Context: an optimization exercise on an open-source flow, tuned for small area, a short achievable clock period and few clock cycles per item. The choices shown serve that exercise and are no tape-out recipe.
Only simulation tests tie the RTL to the original design; equivalence was not proved.

==> design.v <==
`default_nettype none
package wda_pkg;
  localparam int NUM_AP_DEF = 8;
  localparam int WINDOW_DEF = 8;
  localparam int VALUE_W = 32;
  localparam int FILL_W  = 4;
  localparam int REQ_W = 1 + 3 + 3 * (VALUE_W + 1) + 1;
  localparam int RSP_W = 3 * VALUE_W + FILL_W;
  localparam int NUM_EST   = 3;
  localparam int EST_IFFT  = 0;
  localparam int EST_PHASE = 1;
  localparam int EST_RTT   = 2;
  typedef enum logic {
    CMD_STORE = 1'b0,
    CMD_QUERY = 1'b1
  } cmd_t;
  typedef enum logic [2:0] {
    ST_CLEAR,
    ST_IDLE,
    ST_WALK,
    ST_PREP,
    ST_DIV,
    ST_DONE
  } state_t;
  typedef struct packed {
    cmd_t                       command;
    logic [2:0]                 ap_index;
    logic signed [VALUE_W-1:0]  ifft_value;
    logic                       ifft_valid;
    logic signed [VALUE_W-1:0]  phase_value;
    logic                       phase_valid;
    logic signed [VALUE_W-1:0]  rtt_value;
    logic                       rtt_valid;
    logic                       end_of_report;
  } req_t;
  typedef struct packed {
    logic signed [VALUE_W-1:0]  ifft_average;
    logic signed [VALUE_W-1:0]  phase_average;
    logic signed [VALUE_W-1:0]  rtt_average;
    logic [FILL_W-1:0]          fill_count;
  } rsp_t;
  typedef struct packed {
    logic                       valid;
    logic signed [VALUE_W-1:0]  value;
  } est_t;
  typedef est_t [NUM_EST-1:0] entry_t;
endpackage
`default_nettype wire
`default_nettype none
import wda_pkg::*;
module windowed_distance_averager_top #(
  parameter int NUM_AP = wda_pkg::NUM_AP_DEF,
  parameter int WINDOW = wda_pkg::WINDOW_DEF
) (
  input  logic                       clk,
  input  logic                       rst,
  input  logic                       req_valid,
  output logic                       req_stall,
  input  logic [wda_pkg::REQ_W-1:0]  req,
  output logic                       rsp_valid,
  input  logic                       rsp_stall,
  output logic [wda_pkg::RSP_W-1:0]  rsp
);
  localparam int NP     = 8;                
  localparam int NW     = 8;                
  localparam int VW     = wda_pkg::VALUE_W;
  localparam int SW     = VW + 3;           
  localparam int CW     = 4;                
  localparam int NSTEP  = SW;               
  localparam int DIV_ST = 3;                
  function automatic int step_end(input int d);
    case (d)
      0: step_end = 0;
      1: step_end = 10;
      2: step_end = 20;
      3: step_end = 29;
      default: step_end = NSTEP;
    endcase
  endfunction
  logic adv;             
  logic sk_v;            
  logic accept;
  assign adv       = !sk_v;
  assign req_stall = sk_v;
  assign accept    = req_valid && !sk_v;
  logic                     r1_v;
  logic [wda_pkg::REQ_W-1:0] r1;
  always_ff @(posedge clk) begin
    if (rst) r1_v <= 1'b0;
    else if (adv) r1_v <= accept;
    if (adv) r1 <= req;
  end
  logic          r1_q;
  logic [2:0]    r1_ap;
  logic          r1_eor;
  logic [VW-1:0] nval [3];
  logic          nvld [3];
  assign r1_q   = r1[103];
  assign r1_ap  = r1[102:100];
  assign r1_eor = r1[0];
  assign nval[0] = r1[99:68];
  assign nvld[0] = r1[67];
  assign nval[1] = r1[66:35];
  assign nvld[1] = r1[34];
  assign nval[2] = r1[33:2];
  assign nvld[2] = r1[1];
  logic [NP*NW*3*VW-1:0] rv;
  logic [NP*NW*3-1:0]    rf;
  logic [NP*3*SW-1:0]    ssum;
  logic [NP*3*CW-1:0]    scnt;
  logic [CW-1:0]         fill;
  logic          st;        
  logic          rot;       
  logic [NP-1:0] sel;       
  always_comb begin
    for (int p = 0; p < NP; p++) sel[p] = (r1_ap == 3'(p));
  end
  assign st  = r1_v && adv && !r1_q;
  assign rot = st && r1_eor;
  logic [VW-1:0] oval [3];
  logic          ovld [3];
  logic [SW-1:0] osum [3];
  logic [CW-1:0] ocnt [3];
  always_comb begin
    for (int j = 0; j < 3; j++) begin
      oval[j] = '0;
      ovld[j] = 1'b0;
      osum[j] = '0;
      ocnt[j] = '0;
      for (int p = 0; p < NP; p++) begin
        oval[j] = oval[j] | ({VW{sel[p]}} & rv[(p*NW*3 + j)*VW +: VW]);
        ovld[j] = ovld[j] | (sel[p] & rf[p*NW*3 + j]);
        osum[j] = osum[j] | ({SW{sel[p]}} & ssum[(p*3 + j)*SW +: SW]);
        ocnt[j] = ocnt[j] | ({CW{sel[p]}} & scnt[(p*3 + j)*CW +: CW]);
      end
    end
  end
  logic          full;
  logic          sub  [3];
  logic          add  [3];
  logic [SW-1:0] tsum [3];
  logic [CW-1:0] tcnt [3];
  assign full = fill[3];
  always_comb begin
    for (int j = 0; j < 3; j++) begin
      sub[j]  = ovld[j] && (!r1_q || !full);
      add[j]  = nvld[j] && !r1_q;
      tsum[j] = osum[j]
              - (sub[j] ? {{(SW-VW){oval[j][VW-1]}}, oval[j]} : SW'(0))
              + (add[j] ? {{(SW-VW){nval[j][VW-1]}}, nval[j]} : SW'(0));
      tcnt[j] = ocnt[j] - CW'(sub[j]) + CW'(add[j]);
    end
  end
  logic [CW-1:0] fill_nx;
  assign fill_nx = (rot && !full) ? fill + CW'(1) : fill;
  always_ff @(posedge clk) begin
    for (int p = 0; p < NP; p++) begin
      for (int i = 0; i < NW; i++) begin
        if (i == 0) begin
          if (rot) begin
            rv[(p*NW + 0)*3*VW +: 3*VW] <= rv[(p*NW + NW-1)*3*VW +: 3*VW];
            rf[(p*NW + 0)*3 +: 3]       <= rf[(p*NW + NW-1)*3 +: 3];
          end else if (st && sel[p]) begin
            rv[(p*NW + 0)*3*VW +: 3*VW] <= {nval[2], nval[1], nval[0]};
            rf[(p*NW + 0)*3 +: 3]       <= {nvld[2], nvld[1], nvld[0]};
          end
        end else if (i == 1) begin
          if (rot) begin
            if (sel[p]) begin
              rv[(p*NW + 1)*3*VW +: 3*VW] <= {nval[2], nval[1], nval[0]};
              rf[(p*NW + 1)*3 +: 3]       <= {nvld[2], nvld[1], nvld[0]};
            end else begin
              rv[(p*NW + 1)*3*VW +: 3*VW] <= rv[(p*NW + 0)*3*VW +: 3*VW];
              rf[(p*NW + 1)*3 +: 3]       <= rf[(p*NW + 0)*3 +: 3];
            end
          end
        end else begin
          if (rot) begin
            rv[(p*NW + i)*3*VW +: 3*VW] <= rv[(p*NW + i-1)*3*VW +: 3*VW];
            rf[(p*NW + i)*3 +: 3]       <= rf[(p*NW + i-1)*3 +: 3];
          end
        end
      end
      for (int j = 0; j < 3; j++) begin
        if (st && sel[p]) begin
          ssum[(p*3 + j)*SW +: SW] <= tsum[j];
          scnt[(p*3 + j)*CW +: CW] <= tcnt[j];
        end
      end
    end
    if (st) fill <= fill_nx;
    if (rst) begin
      rf   <= '0;
      ssum <= '0;
      scnt <= '0;
      fill <= '0;
    end
  end
  logic          dv  [DIV_ST+1];
  logic          dq  [DIV_ST+1];
  logic [CW-1:0] df  [DIV_ST+1];
  logic [SW-1:0] dx  [DIV_ST+1][3];
  logic [2:0]    dr  [DIV_ST+1][3];
  logic [CW-1:0] dc  [DIV_ST+1][3];
  logic          dn  [DIV_ST+1][3];
  always_ff @(posedge clk) begin
    if (rst) dv[0] <= 1'b0;
    else if (adv) dv[0] <= r1_v;
    if (adv) begin
      dq[0] <= r1_q;
      df[0] <= fill_nx;
      for (int j = 0; j < 3; j++) begin
        dx[0][j] <= tsum[j] ^ {SW{tsum[j][SW-1]}};
        dr[0][j] <= '0;
        dc[0][j] <= tcnt[j];
        dn[0][j] <= tsum[j][SW-1];
      end
    end
  end
  function automatic logic [3+SW-1:0] div_step(input logic [2:0] r, input logic [SW-1:0] x,
                                               input logic [CW-1:0] c);
    logic [3:0] t;
    logic       qb;
    logic [3:0] rn;
    t  = {r, x[SW-1]};
    qb = (t >= c);
    rn = qb ? (t - c) : t;
    div_step = {rn[2:0], x[SW-2:0], qb};
  endfunction
  logic [SW-1:0] cx [DIV_ST+1][3];
  logic [2:0]    cr [DIV_ST+1][3];
  always_comb begin
    for (int d = 0; d <= DIV_ST; d++) begin
      for (int j = 0; j < 3; j++) begin
        cx[d][j] = dx[d][j];
        cr[d][j] = dr[d][j];
        for (int k = step_end(d); k < step_end(d+1); k++) begin
          {cr[d][j], cx[d][j]} = div_step(cr[d][j], cx[d][j], dc[d][j]);
        end
      end
    end
  end
  genvar gd;
  generate
    for (gd = 1; gd <= DIV_ST; gd++) begin : g_div
      always_ff @(posedge clk) begin
        if (rst) dv[gd] <= 1'b0;
        else if (adv) dv[gd] <= dv[gd-1];
        if (adv) begin
          dq[gd] <= dq[gd-1];
          df[gd] <= df[gd-1];
          for (int j = 0; j < 3; j++) begin
            dx[gd][j] <= cx[gd-1][j];
            dr[gd][j] <= cr[gd-1][j];
            dc[gd][j] <= dc[gd-1][j];
            dn[gd][j] <= dn[gd-1][j];
          end
        end
      end
    end
  endgenerate
  logic [VW-1:0]            avg [3];
  logic [wda_pkg::RSP_W-1:0] fin;
  logic [VW-1:0] qn  [3];
  logic          hit [3];
  always_comb begin
    for (int j = 0; j < 3; j++) begin
      qn[j]  = ~cx[DIV_ST][j][VW-1:0];
      hit[j] = ({1'b0, cr[DIV_ST][j]} == dc[DIV_ST][j] - CW'(1));
      if (!dq[DIV_ST] || dc[DIV_ST][j] == '0) avg[j] = '0;
      else if (!dn[DIV_ST][j]) avg[j] = cx[DIV_ST][j][VW-1:0];
      else if (hit[j]) avg[j] = qn[j];
      else avg[j] = qn[j] + VW'(1);
    end
    fin = {avg[0], avg[1], avg[2], df[DIV_ST]};
  end
  logic                      take;
  logic [wda_pkg::RSP_W-1:0] sk;
  assign take = rsp_valid && !rsp_stall;
  always_ff @(posedge clk) begin
    if (rst) begin
      rsp_valid <= 1'b0;
      sk_v      <= 1'b0;
    end else if (sk_v) begin
      if (take) sk_v <= 1'b0;
    end else if (dv[DIV_ST]) begin
      if (rsp_valid && !take) sk_v <= 1'b1;
      rsp_valid <= 1'b1;
    end else if (take) begin
      rsp_valid <= 1'b0;
    end
    if (sk_v) begin
      if (take) rsp <= sk;
    end else if (dv[DIV_ST]) begin
      if (rsp_valid && !take) sk <= fin;
      else rsp <= fin;
    end
  end
endmodule
`default_nettype wire
==> run.sh <==
#!/bin/bash
# synth_recipe.tcl (not shown) runs the flow's synth.tcl, then flattens the netlist and writes it again
# the make line also repeats each setting of config.mk as NAME=value (left out here)
make -C /OpenROAD-flow-scripts/flow DESIGN_CONFIG=/design/flow/config.mk WORK_HOME=/design/flow/orfs CLKGATE_MAP_FILE= SYNTH_SCRIPT=/design/flow/synth_recipe.tcl finish
==> config.mk <==
export PLATFORM = sky130hd
export DESIGN_NAME = windowed_distance_averager_top
export DESIGN_NICKNAME = windowed_distance_averager_top
export VERILOG_FILES = /design/flow/design.v
export SDC_FILE = /design/flow/constraint.sdc
export NUM_CORES = 4
export LEC_CHECK = 0
export ABC_CLOCK_PERIOD_IN_PS = 4000
export CAP_MARGIN = 20
export CORE_MARGIN = 2
export CORE_UTILIZATION = 55
export SETUP_SLACK_MARGIN = 4.0
export SLEW_MARGIN = 20
export SYNTH_MEMORY_MAX_BITS = 16384
==> constraint.sdc <==
create_clock -name core_clock -period 8.0 [get_ports {clk}]
set_input_delay 1.6000 -clock core_clock [delete_from_list [all_inputs] [get_ports {clk}]]
set_output_delay 1.6000 -clock core_clock [all_outputs]
set_load 0.01 [all_outputs]
==> key figures <==
Timing
  – Worst setup margin: -3.70 ns
  – Final hold slack: 0.373 ns
  – Final setup TNS: -346.30 ns
  – Slew of the pin with the lowest slew margin: 1.38 ns
  – Final period util: 146%
  – Fin. Hold Viols: 0
  – Final setup fails: 259
  – Relative slew margins: 7.72%
  – Minimum clock period: 11.70 ns
  – Final Max Slew Viols: 0
  – Final Skew: 0.0962 ns
  – Max frequency: 85.5 MHz
  – RSZ-0062 raised after global routing: yes

Placement
  – Placed instance area: 320,000 um^2
  – DP Worst Slack: -4.73 ns
  – DP HPWL: 448 mm
  – Port Buffers: 209
  – Gp weighted congestion: 0.850

Detailed routing
  – DRC: 0
  – DR WL/cell: 25.3 um
  – Final ANT Viol Nets: 0
  – DR pass1 iterations: 9
  – Vias: 176,152
  – Routed vias/inst: 5.74
  – DRT Wirelength: 776 mm
  – DRT iter0 DRCs: 21,936

Synth
  – Synthesis-stage register bit count: 8,084
  – Prevailing post-synth register cell: edfxtp_1
  – Mapped Area: 301,000 um^2
  – Syn. warnings: 23
  – Syn Area/Cell: 14.2 um^2
  – Synth cell types: 75
  – Ys async rst share: 0%
  – Sequential area share after synthesis: 76.9%
  – Post-Synthesis Cells: 21,143
  – Number of synthesized flops with an enable pin: 6,945

Floorplan
  – Die Height: 744 um
  – Die area: 553,000 um^2
  – Row count: 271
  – Die X: 744 um
  – # IOs: 210
  – Core area: 545,000 um^2
  – Initial Util: 55.2%

Setup path
  – Most used cell, CP: a21o_1
  – WS Path Type: flop to flop
  – Worst stage delay on the critical path: 0.38 ns
  – Critical Path Fanout Max: 4
  – Startpoint Class: flop
  – CP required: 8.81 ns
  – Crit end category: flop
  – WP buf/inv: 13
  – CP max-delay cell: edfxtp_1
  – Worst path top cell family by delay: compound AO/OA/AOI/OAI gates
  – Arrival time of the worst setup path: 12.51 ns

Status
  – Status: complete, but fails checks
  – Violated checks: setup timing

Clock network
  – Clock latency (worst-skew pair): 1.15 ns
  – CTS max path bufs: 4
  – Hold Buf Count CTS: 0
  – CTS Buf Count: 792
  – CTS sink count: 8,084
  – Root buffer cell: clkbuf_16
  – Clock transition at path regs: 0.06 ns
  – H-tree Lvls: 6
  – CTS tree: done

Job
  – MaxCap Viol Count: 0

Global routing
  – Initial antenna violation count: 28
  – Global-route wire length before repair: 1120 mm
  – Number of global-route vias before repair: 166,114
  – Tot GR Track Use: 27.4%
  – Grt total ovfl: 0
  – Largest net degree at the start of global routing: 234

Final layout
  – Filler cell count: 39,280
  – Area delta synth->final: 17.8%
  – Cell area after layout: 354,000 um^2
  – Most frequent cells in the layout: 6,945 x edfxtp_1, 5,737 x nand2_1, 1,386 x buf_4
  – Commonest non-fill, non-tap cell in the layout: edfxtp_1
  – NumNets Final: 23,613
  – Ratio of cells with drive above 1 in the final layout: 16.4%

Min path
  – Worst hold path class: flop to flop
## layout make-up
class	count	area [um^2]	area share, %
diodes	14	35.0	0.00989
clock buffers	1022	21100	5.95
clock inverters	439	4210	1.19
inverters	390	1550	0.438
multi-input cells	11614	70200	19.8
flip-flops and latches	8084	231000	65.3
well taps	7234	9050	2.55
repair buffers	1881	16900	4.78
## synthesized netlist by cell type, drive strengths merged (20+ instances only)
master | count | area [um^2]
edfxtp | 6945 | 209000
nand2 | 5828 | 21900
a21oi | 1181 | 5910
dfxtp | 1139 | 22800
clkbuf | 982 | 3690
nor2 | 966 | 3630
a22oi | 742 | 5570
ha | 535 | 6690
inv | 389 | 1460
xor2 | 247 | 2160
o21ai | 242 | 1210
fa | 207 | 4140
a21o | 188 | 1410
xnor2 | 165 | 1450
nand4 | 160 | 1000
a211oi | 135 | 1010
nand3 | 120 | 601
and2 | 102 | 638
mux2i | 87 | 871
o31ai | 80 | 601
mux2 | 77 | 867
buf | 75 | 318
a221oi | 69 | 604
a22o | 64 | 561
a311oi | 51 | 447
o41ai | 38 | 385
nor3 | 37 | 190
or3 | 31 | 219
nand3b | 23 | 173
o21a | 22 | 165
nand2b | 20 | 125
## worst paths after layout
path | start | endpoint | slack [ns] | depth (start not counted)
max | dx[5][34] | dr[8][1] | -3.70 | 67
min reg2reg | rv[1342] | rv[1438] | 0.37 | 0
max reg2reg | dx[5][34] | dr[8][1] | -3.70 | 67
min | rv[1342] | rv[1438] | 0.37 | 0
## registers in the layout, indices dropped and copies added, names as in the netlist
name / count
sk: 100
rv: 6144
rsp_valid: 1
rf: 192
rsp: 100
r1: 104
df: 16
dv: 4
dr: 27
r1_v: 1
scnt: 96
fill: 4
sk_v: 1
ssum: 840
dx: 390
dc: 48
dn: 12
dq: 4
## cell families after synthesis
| group | after synthesis | share of synthesized area (%) |
|---|---|---|
| flip-flops | 8084 | 76.9 |
| AND/OR/NAND/NOR | 7388 | 9.71 |
| AO/OA/AOI/OAI | 2905 | 6.20 |
| buffers and inverters | 1447 | 1.82 |
| adder cells (fa/ha/maj) | 742 | 3.60 |
| XOR/XNOR | 412 | 1.20 |
| multiplexers | 164 | 0.578 |
| other | 1 | 0.00125 |
## per-stage QoR
stage	instances	util, %
2_1_floorplan	21145	-
3_3_place_gp	28831	58.7
3_5_place_dp	28831	58.7
4_1_cts	30546	64.3
5_1_grt	30666	65.0
6_report	30678	65.0
## repair_timing
action,in CTS,in global routing
gates resized for setup,902,556
endpoints found under the setup margin,8455,8497
pin swaps,613,291
gates cloned,7,1
buffers inserted,247,113
## routing by layer
metal | track usage [%] | vias to the layer above | share of wire, %
li1 | - | 79039 | -
met1 | 42.1 | 88350 | 44
met2 | 41.1 | 7534 | 45
met3 | 3.96 | 1221 | 8.3
met4 | 7.66 | 8 | 2.8
met5 | 0 | - | 0.0070
Testbench counts, summed over its fixed seeds: cycles 3,829, items 3,781.

-- afterwards: timing with drivers on the ports --
No port has a modelled driver above. Below, the same layout with a new extraction and two added sets of constraints.
Step 1 assumes that a clkbuf_16 drives the clock port and a buf_2 every other input.
Step 2 also shifts input and output timing later by t, the mid clock arrival at the registers, as if the neighbouring blocks saw the same clock.
Slacks: no drivers / after step 1 / after step 2; pairs: no drivers / after step 1.
t, ns: 1.236
setup slack, ns: -3.699 / -3.699 / -3.699
worst register clock-pin slew, ns: 0.07 / 0.07
worst slew at a driven data input, ns: 0.17
The setup slack of this run moves by 0.000 ns with the drivers and by 0.000 ns with both steps.
